Context: an optimization exercise on an open-source flow, tuned for small area. The choices shown serve that exercise and are no tape-out recipe. Only simulation tests tie the RTL to the original design; equivalence was not proved. Power and IR drop assume default switching activity.

**config.mk**
```make
export PLATFORM = sky130hd
export DESIGN_NAME = vga_top
export DESIGN_NICKNAME = vga_top
export VERILOG_FILES = /design/flow/design.v
export SDC_FILE = /design/flow/constraint.sdc
export NUM_CORES = 4
export LEC_CHECK = 0
export CAP_MARGIN = 20
export CORE_MARGIN = 2
export CORE_UTILIZATION = 40
export SLEW_MARGIN = 20
```
**constraint.sdc**
```tcl
create_clock -name core_clock -period 15.0 [get_ports {pixelclk}]
set_input_delay 3.0000 -clock core_clock [delete_from_list [all_inputs] [get_ports {pixelclk}]]
set_output_delay 3.0000 -clock core_clock [all_outputs]
set_load 0.01 [all_outputs]
```
**design.v**
```verilog
`timescale 1ns/1ps
`default_nettype none
module vga_top (
    input  wire logic   pixelclk,
    input  wire logic   rst,
    output logic [2:0]  rgb,         
    output logic        hsync,
    output logic        vsync
);
    logic [10:0] xc;     
    logic [9:0]  yc;     
    wire line_end = (xc == 11'd1327);
    always_ff @(posedge pixelclk) begin
        if (rst) begin
            xc <= 11'd1327;
            yc <= 10'd805;
        end else begin
            xc <= line_end ? 11'd0 : xc + 11'd1;
            if (line_end)
                yc <= (yc == 10'd805) ? 10'd0 : yc + 10'd1;
        end
    end
    logic [8:0] sx0, sy0;
    logic [9:0] sx1, sy1;
    logic [7:0] sx2, sy2;
    logic [5:0] dir;         
    logic [1:0] sel;
    wire frame_end = line_end && (yc == 10'd767);
    wire [8:0] nx0 = dir[0] ? sx0 - 9'd1 : sx0 + 9'd1;
    wire [8:0] ny0 = dir[1] ? sy0 - 9'd1 : sy0 + 9'd1;
    wire [9:0] nx1 = dir[2] ? sx1 - 10'd3 : sx1 + 10'd3;
    wire [9:0] ny1 = dir[3] ? sy1 - 10'd3 : sy1 + 10'd3;
    wire [7:0] nx2 = dir[4] ? sx2 - 8'd1 : sx2 + 8'd1;
    wire [7:0] ny2 = dir[5] ? sy2 - 8'd1 : sy2 + 8'd1;
    wire [5:0] bnc;
    assign bnc[0] = (nx0 < 9'd25)   || (nx0 > 9'd482);
    assign bnc[1] = (ny0 < 9'd130)  || (ny0 > 9'd353);
    assign bnc[2] = (nx1 < 10'd50)  || (nx1 > 10'd964);
    assign bnc[3] = (ny1 < 10'd261) || (ny1 > 10'd708);
    assign bnc[4] = (nx2 < 8'd13)   || (nx2 > 8'd241);
    assign bnc[5] = (ny2 < 8'd66)   || (ny2 > 8'd177);
    always_ff @(posedge pixelclk) begin
        if (rst) begin
            sx0 <= 9'd470;  sy0 <= 9'd347;
            sx1 <= 10'd110; sy1 <= 10'd300;
            sx2 <= 8'd235;  sy2 <= 8'd171;
            dir <= 6'b001100;
            sel <= 2'd3;
        end else if (frame_end) begin
            sx0 <= nx0; sy0 <= ny0;
            sx1 <= nx1; sy1 <= ny1;
            sx2 <= nx2; sy2 <= ny2;
            dir <= dir ^ bnc;
            if (bnc[5:4] != 2'b00)      sel <= 2'd2;
            else if (bnc[3:2] != 2'b00) sel <= 2'd1;
            else if (bnc[1:0] != 2'b00) sel <= 2'd0;
        end
    end
    function automatic logic [5:0] span(logic [6:0] d);
        logic [6:0] k;
        k = d[6] ? {1'b0, d[5:0]} : 7'd64 - d;
        case (k)
            0,1,2,3,4,5,6,7,8,9: span = 6'd50;
            10,11,12,13:         span = 6'd49;
            14,15,16,17:         span = 6'd48;
            18,19:               span = 6'd47;
            20,21:               span = 6'd46;
            22,23:               span = 6'd45;
            24,25:               span = 6'd44;
            26,27:               span = 6'd43;
            28:                  span = 6'd42;
            29:                  span = 6'd41;
            30,31:               span = 6'd40;
            32:                  span = 6'd39;
            33:                  span = 6'd38;
            34:                  span = 6'd37;
            35:                  span = 6'd36;
            36:                  span = 6'd35;
            37:                  span = 6'd34;
            38:                  span = 6'd33;
            39:                  span = 6'd32;
            40:                  span = 6'd30;
            41:                  span = 6'd29;
            42:                  span = 6'd28;
            43:                  span = 6'd26;
            44:                  span = 6'd24;
            45:                  span = 6'd22;
            46:                  span = 6'd20;
            47:                  span = 6'd18;
            48:                  span = 6'd14;
            49:                  span = 6'd10;
            default:             span = 6'd0;
        endcase
    endfunction
    logic [9:0] by_sel;
    always_comb begin
        case (xc[1:0])
            2'd0:    by_sel = {sy0, 1'b1};
            2'd1:    by_sel = sy1;
            default: by_sel = {sy2, 2'b00};
        endcase
    end
    wire [10:0] dyo = {1'b0, yc} + 11'd65 - {1'b0, by_sel};     
    wire [5:0]  wv_new = (dyo[10:7] == 4'd0) ? span(dyo[6:0]) : 6'd0;
    logic [5:0] wv0, wv1, wv2;
    always_ff @(posedge pixelclk) begin
        if (xc[10] && xc[1:0] == 2'd0) wv0 <= wv_new;
        if (xc[10] && xc[1:0] == 2'd1) wv1 <= wv_new;
        if (xc[10] && xc[1:0] == 2'd2) wv2 <= wv_new;
    end
    function automatic logic in_span(logic [10:0] xo, logic [9:0] bx, logic [5:0] wv);
        logic [10:0] v;
        logic [5:0]  c;
        v = xo - {1'b0, bx};
        c = v[5:0] ^ {6{~v[6]}};
        in_span = (v[10:7] == 4'd0) && ({1'b0, c} + {6'd0, ~v[6]} < {1'b0, wv});
    endfunction
    wire [10:0] xo = xc + 11'd64;
    wire h0 = in_span(xo, {sx0, 1'b0}, wv0);
    wire h1 = in_span(xo, sx1, wv1);
    wire h2 = in_span(xo, {sx2, 2'b00}, wv2);
    wire in_frame = !xc[10] && (yc >= 10'd200) && (yc < 10'd768);
    wire in_band  = (yc < 10'd210) || (yc >= 10'd758) || (xc < 11'd10) || (xc >= 11'd1014);
    logic [2:0] color;
    always_comb begin
        color = 3'b000;
        if (in_frame) begin
            if (h0)           color = 3'b100;
            else if (h1)      color = 3'b010;
            else if (h2)      color = 3'b001;
            else if (in_band) color = (sel == 2'd0) ? 3'b100 : (sel == 2'd1) ? 3'b010 :
                                      (sel == 2'd2) ? 3'b001 : 3'b111;
        end
    end
    always_ff @(posedge pixelclk) begin
        if (rst) begin
            rgb   <= 3'b000;
            hsync <= 1'b1;
            vsync <= 1'b1;
        end else begin
            rgb   <= color;
            hsync <= !(xc >= 11'd1048 && xc < 11'd1184);
            vsync <= !(yc >= 10'd770 && yc < 10'd776);
        end
    end
endmodule
`default_nettype wire
```
**run.sh**
```bash
#!/bin/bash
# synth_recipe.tcl (not shown) runs the flow's synth.tcl, then flattens the netlist and writes it again
# the make line also repeats each setting of config.mk as NAME=value (left out here)
make -C /OpenROAD-flow-scripts/flow DESIGN_CONFIG=/design/flow/config.mk WORK_HOME=/design/flow/orfs CLKGATE_MAP_FILE= SYNTH_SCRIPT=/design/flow/synth_recipe.tcl finish
```
==> flow_metrics.tcl <==
set metrics [dict create \
    synth.yosys.seq_area_share 0.2322 \
    syn-num-nets 1363 \
    finalPower_w 0.002207 \
    yosys_warnings 1 \
    ff2ff_path_depth 15 \
    status "finished clean" \
    critical_path_required_ns 15.16 \
    wirelength_um 24160 \
    num-nets-final 1350 \
    cts-resized-gates 0 \
    final-setup-viol-count 0 \
    netlist-cell-type-count 83 \
    power.leakage_nw 4.451 \
    clock_tree_from_tritoncts "done" \
    worstHoldPathType "register to register" \
    floorplan.rows 57 \
    syn-cell-area_mm2 0.009913 \
    crit_type "register to register" \
    per_instance_average_area_after_synthesis_um2 8.112 \
    vias 8557 \
    layout-area-overhead-vs-synth_pct 6.676 \
    pre_cts_slack_ns 9.953 \
    fin_ws_ns 10.03 \
    path_common_cell "ha_1" \
    setup_repair_after_global_routing_missed_its_margin "no" \
    yosys_most_used_dff "dfxtp_1" \
    timing_hold_violations_final 0 \
    detail_route.iter0.violations 569 \
    initial_util 0.4076 \
    num-fill-cells 2473 \
    hold_ws_ns 0.4859 \
    clk_pin_slew_ns 0.08 \
    routedWlPerCell_um 15.71 \
    std_cell_core_area_mm2 0.02432 \
    hp-start "sy1[4]" \
    route.detailed.vias_per_inst 5.564 \
    drc 0 \
    dpl-instance-area_mm2 0.01028 \
    grt_pass1_wl_um 40140 \
    first_global_vias 8014 \
    dieArea_mm2 0.02606 \
    endpoint_kind "register" \
    timing.critical_path.slowest_stage_cell "dfxtp_1" \
    finalInstanceArea_mm2 0.01058 \
    synth-edff-count 18 \
    number_of_antenna_violations_at_the_first_check_in_global_routing 0 \
    crit_arrival_ns 5.14 \
    ctsLongestPathBuffers 2 \
    place_congestion 0.8651 \
    num_antenna_cells 0 \
    cts_htree_levels 3 \
    tns_ns 0 \
    cp-startpoint "xc[1]" \
    cts_made_buffers 9 \
    crit_path_max_incr_delay_ns 0.54 \
    period_share 0.3315 \
    grt.overflow.total 0 \
    synth-async-reset-ratio 0 \
    hpwlAfterDp_um 18780 \
    crit_path_start_kind "register" \
    worstPathCellList "inv_1, ha_1, nor2_1, a21oi_1, ha_1, ha_1, o21ai_0, nor3_1, o21a_1, a211oi_2, inv_1, ha_1, a2111oi_0, o21ai_0, a21oi_1" \
    min_delay_path_depth 2 \
    cts_num_sinks 106 \
    route.antenna.remaining_nets 0 \
    drt_first_pass_iters 5 \
    max_slew_headroom 0.2796 \
    worst_pin_slew_ns 1.081 \
    fraction_of_final_layout_cells_sized_beyond_drive_strength_1 0.04283 \
    cts.repair_timing.setup_buffer_count 0 \
    period_minus_slack_ns 4.972 \
    syn-instance-count 1222 \
    drv_cap 0 \
    grt_util_all_layers 0.1883 \
    synth.ff_latch_count 106 \
    regToRegStartpoint "xc[1]" \
    largest_vdd_supply_drop_v 0.0002955 \
    io_buffer_count 6 \
    p_per_area_mw_per_mm2 208.7 \
    buffer_cell_driving_the_clock_tree_root "clkbuf_16" \
    pin_count_of_the_biggest_net_entering_global_routing 53 \
    finalClockSkew_ns 0.01352 \
    vert_die_dim_um 161.4 \
    cts_hold_repair.buffers 0 \
    worst-path-max-fanout 12 \
    slew_viol_final 0 \
    fmaxAchievable_mhz 201.1 \
    ioPinCount 7 \
    clkLatencyLatePin_ns 0.36 \
    die_boundary_width_um 161.4 \
]
flip-flops by register name, summed over array words and instances, names as in the netlist:
signal  cells
dir         6
hsync       1
rgb         3
sel         2
sx0         9
sx1        10
sx2         8
sy0         9
sy1        10
sy2         8
vsync       1
wv0         6
wv1         6
wv2         6
xc         11
yc         10
cells by family after synthesis:
kind of cell	synth area share
compound gates	0.2372
xor+xnor	0.08961
fa+ha+maj	0.1830
buf+inv	0.05162
flops	0.2322
mux	0.01123
simple gates	0.1951
layout make-up:
cell class / count / area (um2) / share of cell area
Inverter: 99 / 371.6 / 0.03514
Clock buffer: 9 / 225.2 / 0.02130
Sequential cell: 106 / 2302 / 0.2177
Clock inverter: 7 / 70.07 / 0.006626
Multi-Input combinational cell: 982 / 7103 / 0.6717
Timing Repair Buffer: 11 / 97.59 / 0.009229
Tap cell: 324 / 405.4 / 0.03833
power breakdown:
group	switching (W)	total, W	leakage, nW	internal, W
logic	0.000943	0.00157	3.42	0.000630
registers	0.0000512	0.000396	0.885	0.000345
clock network	0.000121	0.000238	0.141	0.000117
metal layers:
layer,GRT usage,vias up,wire [um]
met5,0,-,0
met4,0.04870,0,456
met3,0.02234,24,577
met2,0.3226,127,11520
met1,0.2515,3992,11610
li1,-,4414,-
cell usage after synthesis (6+ instances only):
master	number	area share
inv_1	98	0.037
a31oi_1	7	0.0044
o2111ai_1	9	0.0080
nor2b_1	25	0.016
buf_2	6	0.0030
nor3b_1	6	0.0045
nand2b_1	15	0.0095
a211oi_1	14	0.011
nor2_1	88	0.033
o21a_1	14	0.011
or2_2	7	0.0044
xor2_1	44	0.039
or3_1	12	0.0076
nor4_1	9	0.0057
o211ai_1	34	0.026
edfxtp_1	18	0.055
xnor2_1	50	0.044
nand3_1	40	0.020
a21oi_1	96	0.048
ha_1	129	0.16
and2_1	8	0.0050
dfxtp_1	88	0.18
nand4_1	13	0.0082
nor3_1	31	0.016
a21o_1	18	0.014
fa_1	10	0.020
o21ai_0	56	0.028
a22o_1	9	0.0080
nand2_1	109	0.041
a211o_1	8	0.0071
mux2i_1	10	0.010
clkbuf_1	28	0.011
or4_1	6	0.0045
o31ai_1	7	0.0053
critical path, delay by kind of cell, from the launching register on:
kind                       cells  cell delay (ns)
AOI/OAI and AO/OA              7             1.92
buffers and inverters          2             0.42
adders and majority gates      4             1.37
and+or+nand+nor                2             0.55
DFF                            1             0.54
cells in the final DEF, fill, tap and decap left out, drive strengths merged, types with 7 or more instances in the layout:
| cell type | count |
|---|---|
| xor2 | 45 |
| and2 | 8 |
| dfxtp | 88 |
| nor4 | 9 |
| nand2b | 15 |
| nor2 | 89 |
| ha | 129 |
| o21a | 14 |
| clkbuf | 9 |
| edfxtp | 18 |
| nand2 | 109 |
| nand3 | 40 |
| nand4 | 13 |
| o2111ai | 9 |
| inv | 101 |
| nor3 | 32 |
| mux2i | 10 |
| o21ai | 58 |
| a2111oi | 7 |
| a31oi | 7 |
| a22o | 9 |
| fa | 10 |
| a211oi | 17 |
| or2 | 9 |
| xnor2 | 53 |
| nor2b | 25 |
| or3 | 12 |
| a211o | 8 |
| o31ai | 7 |
| a21o | 18 |
| o211ai | 34 |
| a21oi | 97 |
worst paths after layout:
kind	to	slack, ns
max	wv0[1]	10.03
min reg2reg	sy1[4]	0.49
max reg2reg	wv0[1]	10.03
min	sy1[4]	0.49
metrics by stage:
step	utilization	cells
2_1_floorplan	-	1222
3_3_place_gp	0.4227	1522
3_5_place_dp	0.4227	1522
4_1_cts	0.4348	1538
5_1_grt	0.4348	1538
6_report	0.4348	1538

-- port drivers added, routing unchanged --
No port has a modelled driver above. Below, the same layout with a new extraction and two added sets of constraints. Step 1 sets driving cells, clkbuf_16 on the clock port and buf_2 on the other inputs (assumed; they add their load-dependent delay and slew). Step 2 times the ports against the registers' clock, not the clock port: input delays grow and output delays shrink by t, the midpoint of the rising clock arrivals with the driver on. Three values: no drivers, after step 1, after step 2; two values: the first two.
t (ns): 0.400
slack for setup (ns): 10.028 / 10.028 / 9.935
worst hold slack (ns): 0.486 / 0.486 / 0.486
slew at the worst register clock pin (ns): 0.08 / 0.08
pins driven straight from the clock port: 1
After both steps this run still meets setup and hold. The setup slack of this run moves by 0.000 ns with the drivers and by -0.093 ns with both steps.
